Source: an optimization exercise on an open RTL-to-GDS flow (aim: small area, a short achievable clock period and few clock cycles per item). Production flows keep margins and buffers that such runs may drop.
Function was checked by simulation only, so behaviour that the tests miss may differ from the original.

==> flow/config.mk <==
export PLATFORM = sky130hd
export DESIGN_NAME = sw_top
export DESIGN_NICKNAME = sw_top
export VERILOG_FILES = /design/flow/design.v
export SDC_FILE = /design/flow/constraint.sdc
export NUM_CORES = 4
export LEC_CHECK = 0
export CAP_MARGIN = 20
export CORE_MARGIN = 2
export CORE_UTILIZATION = 40
export SLEW_MARGIN = 20
==> flow/constraint.sdc <==
create_clock -name core_clock -period 11.0 [get_ports {clk}]
set_input_delay 2.2000 -clock core_clock [delete_from_list [all_inputs] [get_ports {clk}]]
set_output_delay 2.2000 -clock core_clock [all_outputs]
set_load 0.01 [all_outputs]
==> flow/design.v <==
`default_nettype none
package sw_pkg;
    localparam int REF_LEN   = 64;
    localparam int QUERY_LEN = 48;
    localparam int PE_COUNT  = QUERY_LEN;
    localparam int HW = 7;
endpackage
`default_nettype wire
`timescale 1ns/1ps
`default_nettype none
module sw_ctrl #(
    parameter int P = sw_pkg::PE_COUNT
) (
    input  logic         clk,
    input  logic         reset,
    input  logic         valid_i,
    input  logic [1:0]   ref_base_i,
    input  logic [1:0]   query_base_i,
    input  logic         replay_i,       
    input  logic         replay_f_i,     
    input  logic [1:0]   replay_rb_i,
    output logic         shift_o,        
    output logic [1:0]   beat_rb_o,      
    output logic         replay_start_o,
    output logic         kill_o,
    output logic         f_o,            
    output logic [1:0]   rb_o,
    output logic [P-1:0] cap_o,
    output logic [1:0]   bq_o
);
    logic       v_q;
    logic [1:0] r_q;
    logic [1:0] q_q;
    logic [5:0] beat_q;    
    logic       gap_q;
    always_ff @(posedge clk or posedge reset) begin
        if (reset) begin
            v_q    <= 1'b0;
            beat_q <= '0;
            gap_q  <= 1'b0;
        end else begin
            v_q <= valid_i;
            if (v_q) beat_q <= beat_q + 6'd1;
            if (kill_o) gap_q <= 1'b1;
            else if (v_q && (beat_q == '0)) gap_q <= 1'b0;
        end
    end
    always_ff @(posedge clk) begin
        r_q <= ref_base_i;
        q_q <= query_base_i;
    end
    assign kill_o         = !v_q && (beat_q != '0);
    assign replay_start_o = v_q && (beat_q == 6'(sw_pkg::REF_LEN - 1)) && gap_q;
    assign shift_o        = v_q || replay_i;
    assign beat_rb_o      = r_q;
    assign f_o  = (v_q && (beat_q == '0)) || replay_f_i;
    assign rb_o = replay_i ? replay_rb_i : r_q;
    assign bq_o = q_q;
    for (genvar k = 0; k < P; k++) begin : g_cap
        assign cap_o[k] = v_q && (beat_q == 6'(k));
    end
endmodule
`default_nettype wire
`timescale 1ns/1ps
`default_nettype none
module sw_sweep_counter (
    input  logic clk,
    input  logic reset,
    input  logic start_i,
    output logic active_o,
    output logic first_o
);
    logic       act_q;
    logic [5:0] cnt_q;
    always_ff @(posedge clk or posedge reset) begin
        if (reset) begin
            act_q <= 1'b0;
            cnt_q <= '0;
        end else if (start_i) begin
            act_q <= 1'b1;
            cnt_q <= '0;
        end else if (act_q) begin
            cnt_q <= cnt_q + 6'd1;
            if (cnt_q == 6'(sw_pkg::REF_LEN - 1)) act_q <= 1'b0;
        end
    end
    assign active_o = act_q;
    assign first_o  = act_q && (cnt_q == '0);
endmodule
`default_nettype wire
`timescale 1ns/1ps
`default_nettype none
module sw_seq_store #(
    parameter int W     = 2,
    parameter int DEPTH = 64
) (
    input  logic         clk,
    input  logic         shift_i,
    input  logic [W-1:0] data_i,
    output logic [W-1:0] tail_o
);
    logic [W-1:0] mem [DEPTH];
    always_ff @(posedge clk) begin
        if (shift_i) begin
            mem[0] <= data_i;
            for (int k = 1; k < DEPTH; k++) mem[k] <= mem[k-1];
        end
    end
    assign tail_o = mem[DEPTH-1];
endmodule
`default_nettype wire
`timescale 1ns/1ps
`default_nettype none
module sw_pe #(
    parameter int ROW = 1
) (
    input  logic                  clk,
    input  logic                  reset,
    input  logic                  kill_i,      
    input  logic                  f_i,         
    input  logic [1:0]            rb_i,        
    input  logic [1:0]            rb_pk_i,     
    input  logic [sw_pkg::HW-1:0] hu_i,        
    input  logic                  eiu_i,       
    input  logic [sw_pkg::HW-1:0] cbs_i,       
    input  logic [5:0]            cbi_i,       
    input  logic                  cap_i,
    input  logic [1:0]            bq_i,
    output logic                  f_o,
    output logic [1:0]            rb_o,
    output logic [sw_pkg::HW-1:0] h_o,         
    output logic                  ei_o,
    output logic [sw_pkg::HW-1:0] cbs_o,       
    output logic [5:0]            cbi_o
);
    localparam int W = sw_pkg::HW;
    logic [1:0]   q_q;
    logic [W-1:0] x_q;     
    logic         ed_q;    
    logic [1:0]   q;
    logic [W-1:0] iv, dv, xv, hv, xn;
    logic         i_ge_x, i_ge_d, d_ge_i, d_ge_x, i_max, d_max;
    assign q = cap_i ? bq_i : q_q;
    always_comb begin
        if (ROW == 1)      iv = '0;
        else if (eiu_i)    iv = (hu_i == '0) ? '0 : hu_i - W'(1);
        else               iv = (hu_i <= W'(1)) ? '0 : hu_i - W'(2);
        if (f_i)           dv = '0;
        else if (ed_q)     dv = (h_o == '0) ? '0 : h_o - W'(1);
        else               dv = (h_o <= W'(1)) ? '0 : h_o - W'(2);
        if (ROW == 1 || f_i) xv = (rb_i == q) ? W'(2) : '0;
        else                 xv = x_q;
        i_ge_x = iv >= xv;
        i_ge_d = iv >= dv;
        d_ge_i = dv >= iv;
        d_ge_x = dv >= xv;
        i_max  = i_ge_x && i_ge_d;
        d_max  = d_ge_x && d_ge_i;
        hv     = i_max ? iv : (d_max ? dv : xv);
        xn = (rb_pk_i == q) ? hu_i + W'(2) : ((hu_i == '0) ? '0 : hu_i - W'(1));
    end
    always_ff @(posedge clk or posedge reset) begin
        if (reset) f_o <= 1'b0;
        else       f_o <= f_i && !kill_i;
    end
    always_ff @(posedge clk) begin
        rb_o <= rb_i;
        h_o  <= hv;
        ei_o <= i_max;
        ed_q <= d_max;
        x_q  <= xn;
        if (cap_i) q_q <= bq_i;
    end
    if (ROW == 1) begin : g_no_best
        assign cbs_o = '0;
        assign cbi_o = '0;
    end else begin : g_best
        always_ff @(posedge clk) begin
            if (hu_i > cbs_i) begin
                cbs_o <= hu_i;
                cbi_o <= 6'(ROW - 1);
            end else begin
                cbs_o <= cbs_i;
                cbi_o <= cbi_i;
            end
        end
    end
endmodule
`default_nettype wire
`timescale 1ns/1ps
`default_nettype none
module sw_pe_array #(
    parameter int P = sw_pkg::PE_COUNT
) (
    input  logic                  clk,
    input  logic                  reset,
    input  logic                  kill_i,
    input  logic                  f_i,
    input  logic [1:0]            rb_i,
    input  logic [P-1:0]          cap_i,
    input  logic [1:0]            bq_i,
    output logic                  f_o,
    output logic [sw_pkg::HW-1:0] h_o,
    output logic [sw_pkg::HW-1:0] cbs_o,
    output logic [5:0]            cbi_o
);
    localparam int W = sw_pkg::HW;
    logic         l_f   [P+1];
    logic [1:0]   l_rb  [P+1];
    logic [W-1:0] l_h   [P+1];
    logic         l_ei  [P+1];
    logic [W-1:0] l_cbs [P+1];
    logic [5:0]   l_cbi [P+1];
    assign l_f[0]   = f_i;
    assign l_rb[0]  = rb_i;
    assign l_h[0]   = '0;
    assign l_ei[0]  = 1'b0;
    assign l_cbs[0] = '0;
    assign l_cbi[0] = '0;
    for (genvar k = 0; k < P; k++) begin : g_pe
        logic [1:0] pk;
        if (k == 0) begin : g_pk0
            assign pk = rb_i;
        end else begin : g_pkn
            assign pk = l_rb[k-1];
        end
        sw_pe #(.ROW (k + 1)) u_pe (
            .clk     (clk),
            .reset   (reset),
            .kill_i  (kill_i),
            .f_i     (l_f[k]),
            .rb_i    (l_rb[k]),
            .rb_pk_i (pk),
            .hu_i    (l_h[k]),
            .eiu_i   (l_ei[k]),
            .cbs_i   (l_cbs[k]),
            .cbi_i   (l_cbi[k]),
            .cap_i   (cap_i[k]),
            .bq_i    (bq_i),
            .f_o     (l_f[k+1]),
            .rb_o    (l_rb[k+1]),
            .h_o     (l_h[k+1]),
            .ei_o    (l_ei[k+1]),
            .cbs_o   (l_cbs[k+1]),
            .cbi_o   (l_cbi[k+1])
        );
    end
    assign f_o   = l_f[P];
    assign h_o   = l_h[P];
    assign cbs_o = l_cbs[P];
    assign cbi_o = l_cbi[P];
endmodule
`default_nettype wire
`timescale 1ns/1ps
`default_nettype none
module sw_max_tracker #(
    parameter int P = sw_pkg::PE_COUNT
) (
    input  logic                  clk,
    input  logic                  reset,
    input  logic                  kill_i,
    input  logic                  f_i,       
    input  logic [sw_pkg::HW-1:0] h_i,       
    input  logic [sw_pkg::HW-1:0] cbs_i,     
    input  logic [5:0]            cbi_i,
    output logic                  finish_o,
    output logic [20:0]           best_o
);
    localparam int W = sw_pkg::HW;
    logic         act_q;
    logic [6:0]   j_q;
    logic         fin_q;
    logic [W-1:0] bs_q;
    logic [6:0]   bj_q;
    logic [5:0]   bi_q;
    logic         act;
    logic [6:0]   j;
    logic [W-1:0] cs;
    logic [5:0]   ci;
    logic [W-1:0] ps;
    logic [5:0]   pi;
    logic         take;
    always_comb begin
        act = f_i || act_q;
        j   = f_i ? 7'd1 : j_q;
        if (h_i > cbs_i) begin
            cs = h_i;
            ci = 6'(P);
        end else begin
            cs = cbs_i;
            ci = cbi_i;
        end
        ps   = f_i ? '0 : bs_q;
        pi   = f_i ? '0 : bi_q;
        take = (cs > ps) || ((cs == ps) && (ci < pi));
    end
    always_ff @(posedge clk or posedge reset) begin
        if (reset) begin
            act_q <= 1'b0;
            fin_q <= 1'b0;
        end else begin
            act_q <= act && (j != 7'(sw_pkg::REF_LEN)) && !kill_i;
            fin_q <= act && (j == 7'(sw_pkg::REF_LEN)) && !kill_i;
        end
    end
    always_ff @(posedge clk) begin
        j_q <= j + 7'd1;
        if (act) begin
            if (f_i) begin
                bs_q <= '0;
                bj_q <= '0;
                bi_q <= '0;
            end
            if (take) begin
                bs_q <= cs;
                bj_q <= j;
                bi_q <= ci;
            end
        end
    end
    assign finish_o = fin_q;
    assign best_o   = {{(8 - W){1'b0}}, bs_q, bj_q, bi_q};
endmodule
`default_nettype wire
`timescale 1ns/1ps
`default_nettype none
module sw_top (
    input  logic        clk,
    input  logic        reset,
    input  logic        valid_i,
    input  logic [1:0]  ref_base_i,
    input  logic [1:0]  query_base_i,
    output logic        finish_o,
    output logic [20:0] result_o
);
    localparam int P = sw_pkg::PE_COUNT;
    localparam int W = sw_pkg::HW;
    logic         shift;
    logic [1:0]   beat_rb;
    logic         replay_start;
    logic         replay;
    logic         replay_f;
    logic [1:0]   replay_rb;
    logic         kill;
    logic         s_f;
    logic [1:0]   s_rb;
    logic [P-1:0] cap;
    logic [1:0]   bq;
    logic         a_f;
    logic [W-1:0] a_h;
    logic [W-1:0] a_cbs;
    logic [5:0]   a_cbi;
    sw_ctrl #(.P (P)) u_ctrl (
        .clk (clk), .reset (reset), .valid_i (valid_i),
        .ref_base_i (ref_base_i), .query_base_i (query_base_i),
        .replay_i (replay), .replay_f_i (replay_f), .replay_rb_i (replay_rb),
        .shift_o (shift), .beat_rb_o (beat_rb), .replay_start_o (replay_start),
        .kill_o (kill), .f_o (s_f), .rb_o (s_rb), .cap_o (cap), .bq_o (bq)
    );
    sw_seq_store #(.W (2), .DEPTH (sw_pkg::REF_LEN)) u_ref_store (
        .clk (clk), .shift_i (shift), .data_i (beat_rb), .tail_o (replay_rb)
    );
    sw_sweep_counter u_replay (
        .clk (clk), .reset (reset), .start_i (replay_start),
        .active_o (replay), .first_o (replay_f)
    );
    sw_pe_array #(.P (P)) u_array (
        .clk (clk), .reset (reset), .kill_i (kill), .f_i (s_f), .rb_i (s_rb),
        .cap_i (cap), .bq_i (bq),
        .f_o (a_f), .h_o (a_h), .cbs_o (a_cbs), .cbi_o (a_cbi)
    );
    sw_max_tracker #(.P (P)) u_tracker (
        .clk (clk), .reset (reset), .kill_i (kill), .f_i (a_f), .h_i (a_h),
        .cbs_i (a_cbs), .cbi_i (a_cbi), .finish_o (finish_o), .best_o (result_o)
    );
endmodule
`default_nettype wire
==> flow/run.sh <==
#!/bin/bash
# synth_recipe.tcl (not shown) runs the flow's synth.tcl, then flattens the netlist and writes it again
# the make line also repeats each setting of config.mk as NAME=value (left out here)
make -C /OpenROAD-flow-scripts/flow DESIGN_CONFIG=/design/flow/config.mk WORK_HOME=/design/flow/orfs CLKGATE_MAP_FILE= SYNTH_SCRIPT=/design/flow/synth_recipe.tcl finish
==> results.txt <==
[cells in the final DEF (no fill, tap or decap), types with 70 or more instances in the layout]
cell       count
mux2_2       378
o22a_1        77
or2_2         77
xor2_1       136
o31ai_1      119
o22ai_1      117
o211ai_1      77
a211oi_1     103
edfxtp_1     148
or3_1         85
xnor2_1      354
o21ai_0      666
nor2_1       913
dfxtp_1     1513
inv_1       1499
a21o_1       141
nor3_1       403
a21boi_0      70
nand4_1      104
nor2b_1      439
and3_1        77
nand2b_1     245
mux2i_1      774
clkbuf_16    204
a21oi_1      958
and2_1        86
nand2_1      634
a31oi_1       76
ha_1        1577
nand3_1      273
[cells in the mapped netlist (70+ instances only)]
cell type  number  share of area
a21o_1        141         0.0091
or2_2          78         0.0042
edfxtp_1      148          0.038
o211ai_1       77         0.0050
and3_1         77         0.0042
xor2_1        136          0.010
a21boi_0       70         0.0045
clkbuf_1      350          0.011
or3_1          85         0.0046
o22a_1         77         0.0058
dfxtp_1      1515           0.26
buf_1          75         0.0024
nor3_1        403          0.017
a21oi_1       959          0.041
nand2_1       634          0.021
o31ai_1       119         0.0077
and2_1         86         0.0046
xnor2_1       354          0.027
a31oi_1        76         0.0041
ha_1         1578           0.17
nor2_1        913          0.030
nor2b_1       439          0.024
mux2_2        378          0.037
nand4_1       104         0.0056
mux2i_1       774          0.067
nand3_1       273          0.012
a211oi_1      109         0.0071
inv_1        1500          0.049
nand2b_1      245          0.013
o22ai_1       123         0.0066
o21ai_0       666          0.029
[area by class of cell]
cell class / instances / area (um^2)
Antenna cell: 2 / 5.00
Sequential cell: 1728 / 36400
Tap cell: 3781 / 4730
Fill cell: 28500 / 162000
Multi-Input combinational cell: 9661 / 72200
Timing Repair Buffer: 89 / 736
Clock inverter: 88 / 1020
Inverter: 1500 / 5640
Clock buffer: 270 / 5640
[worst paths after layout]
path / from / to / slack (ns) / depth (start not counted)
min in group asynchronous: reset / u_tracker.act_q$_DFF_PP0_ / 1.80 / 2
setup reg to reg: u_ctrl.beat_q[3]$_DFFE_PP0P_ / u_array.g_pe[41].u_pe.h_o[4]$_DFF_P_ / 5.60 / 13
setup / recovery: u_ctrl.beat_q[3]$_DFFE_PP0P_ / u_array.g_pe[41].u_pe.h_o[4]$_DFF_P_ / 5.60 / 13
hold / removal: u_array.g_pe[37].u_pe.cbi_o[5]$_SDFF_PP1_ / u_array.g_pe[38].u_pe.cbi_o[5]$_SDFF_PP1_ / 0.38 / 1
max in group asynchronous: reset / u_array.g_pe[27].u_pe.f_o$_DFF_PP0_ / 7.84 / 3
hold reg to reg: u_array.g_pe[37].u_pe.cbi_o[5]$_SDFF_PP1_ / u_array.g_pe[38].u_pe.cbi_o[5]$_SDFF_PP1_ / 0.38 / 1
[cells by family (layout without fill, tap and decap cells)]
| family | count (synthesis) | in the layout | synth area share |
|---|---|---|---|
| xor+xnor | 490 | 490 | 0.0370 |
| fa+ha+maj | 1578 | 1578 | 0.170 |
| compound gates | 2829 | 2829 | 0.151 |
| mux | 1157 | 1157 | 0.104 |
| buf+inv | 1981 | 1947 | 0.0649 |
| flops | 1728 | 1728 | 0.314 |
| simple gates | 3606 | 3606 | 0.159 |
| other cells | 1 | 3 | 0.0000323 |
[worst max-delay path: stages, from the launching register on]
cell and delay, ns:
dfrtp_1 1.07, nand3b_1 0.71, nor2_1 0.40, mux2i_1 0.39, xnor2_1 0.10, o31ai_1 0.43, inv_1 0.14, ha_1 0.29
o21ai_0 0.07, a21oi_1 0.09, a2111oi_0 0.38, nor2_1 0.10, o22ai_1 0.77, mux2i_1 0.30
[per-stage QoR]
stage	setup WS [ns]	hold slack (ns)	instance area (um^2)	std cells
finish	5.60	0.382	126000	17100
global route	5.17	0.394	126000	17100
CTS	5.57	0.376	126000	17100
detailed placement	5.68	0.381	120000	16800
global placement	5.81	0.384	120000	16800
floorplan	6.91	0.368	116000	13400
[metal layers]
metal / part of all wire / global-route usage
met5: 0 / 0
met4: 0.020 / 0.0432
met3: 0.036 / 0.0191
met2: 0.48 / 0.325
met1: 0.47 / 0.249
[sequential cells by signal, summed over array words and instances, names as in the netlist, 47 cells and up]
signal and count:
u_array.g_pe.u_pe.ed_q 48, u_array.g_pe.u_pe.f_o 48, u_array.g_pe.u_pe.q_q 96, u_ref_store.mem 128
u_array.g_pe.u_pe.ei_o 47, u_array.g_pe.u_pe.x_q 329, u_array.g_pe.u_pe.cbi_o 225, u_array.g_pe.u_pe.h_o 336
u_array.g_pe.u_pe.cbs_o 329, u_array.g_pe.u_pe.rb_o 94
==> impl_metrics.json <==
{
  "status": "complete, no violations",
  "relSlewSlack": 0.258,
  "setup_viol": 0,
  "rsz0062_at_grt": "no",
  "setup_tns_ns": 0,
  "syn_to_final_growth_pct": 8.99,
  "cts_tree": "yes",
  "utilization": 0.439,
  "min_period_ns": 5.40,
  "maxCapViolations": 0,
  "period_share": 0.491,
  "fmax_ghz": 0.185,
  "numCtsBuffers": 198,
  "path_max_fanout": 33,
  "vias_per_cell": 5.30,
  "synth_seq_cells": 1728,
  "drtPass1Iterations": 6,
  "ant_nets": 0,
  "layout.nets": 14800,
  "criticalPathCategory": "flip-flop to flip-flop",
  "gp_congestion": 0.868,
  "avgSynthCellArea_um2": 8.67,
  "row_count": 197,
  "fp.dieArea_um2": 294000,
  "grt_usage": 0.187,
  "num_vias": 90700,
  "grt_overflow_total": 0,
  "synth-main-ff-cell": "dfxtp_1",
  "dieHeight_um": 542,
  "portBuffers": 27,
  "drt-total-wl_um": 282000,
  "clkLatencyLatePin_ns": 0.91,
  "end_kind": "flip-flop",
  "h-tree-depth": 4,
  "syn_inst": 13400,
  "dp_hpwl_um": 212000,
  "post_cts_resized": 0,
  "crit_path_start_kind": "flip-flop",
  "cp.required_ns": 11.76,
  "cts.sinks": 1728,
  "clockRootBuffer": "clkbuf_16",
  "tightest_slew_ns": 1.11,
  "maxSlewViolCount": 0,
  "wire_per_inst_um": 16.5,
  "synth_edf_count": 148,
  "async_flop_share": 0.0376,
  "grt_pass1_vias": 88000,
  "synth_fp_nets": 15000,
  "yosysUniqueCellTypes": 85,
  "core_area_um2": 288000,
  "hold_viol_final": 0,
  "initialDrtViolationCount": 5516,
  "yosysWarnings": 66,
  "clockBufferDepth": 4,
  "cp_data_arrival_time_ns": 6.15,
  "postCtsHoldBufs": 0,
  "grt_pass1_wl_um": 462000,
  "grt_max_degree": 77,
  "seq_area_frac_synth": 0.314,
  "drc_errors": 0,
  "syn_area_um2": 116000,
  "post_cts_buffers": 0,
  "clkTransAtPathRegs_ns": 0.06,
  "hp-class": "flip-flop to flip-flop",
  "finClkSkew_ns": 0.0918,
  "antenna_found_initial": 3,
  "die_w_um": 542,
  "start_util": 0.403,
  "drive_above_1_share": 0.0750,
  "io_pins": 29
}
Testbench counts, summed over its fixed seeds: cycles 14,472, alignments 128.

-- static timing again, ports no longer ideal --
In the flow no input, the clock included, has a driving cell. The finished layout below was timed again as built, in two steps. Step 1 assumes that a clkbuf_16 drives the clock port and a buf_2 every other input. Step 2 moves the port delays by t, midway between the first and last clock arrival at a register: inputs arrive t later, outputs are due t later. That takes back most of the time a late clock gives input paths. Three values: ideal, step 1, step 2; two values: the first two.
t (ns): 0.946
slack for setup (ns): 5.604 / 5.604 / 5.604
worst slew at a driven data input, ns: 0.06
pins driven straight from the clock port: 1
After both steps this run still meets setup and hold. The setup slack of this run moves by 0.000 ns with the drivers and by 0.000 ns with both steps.
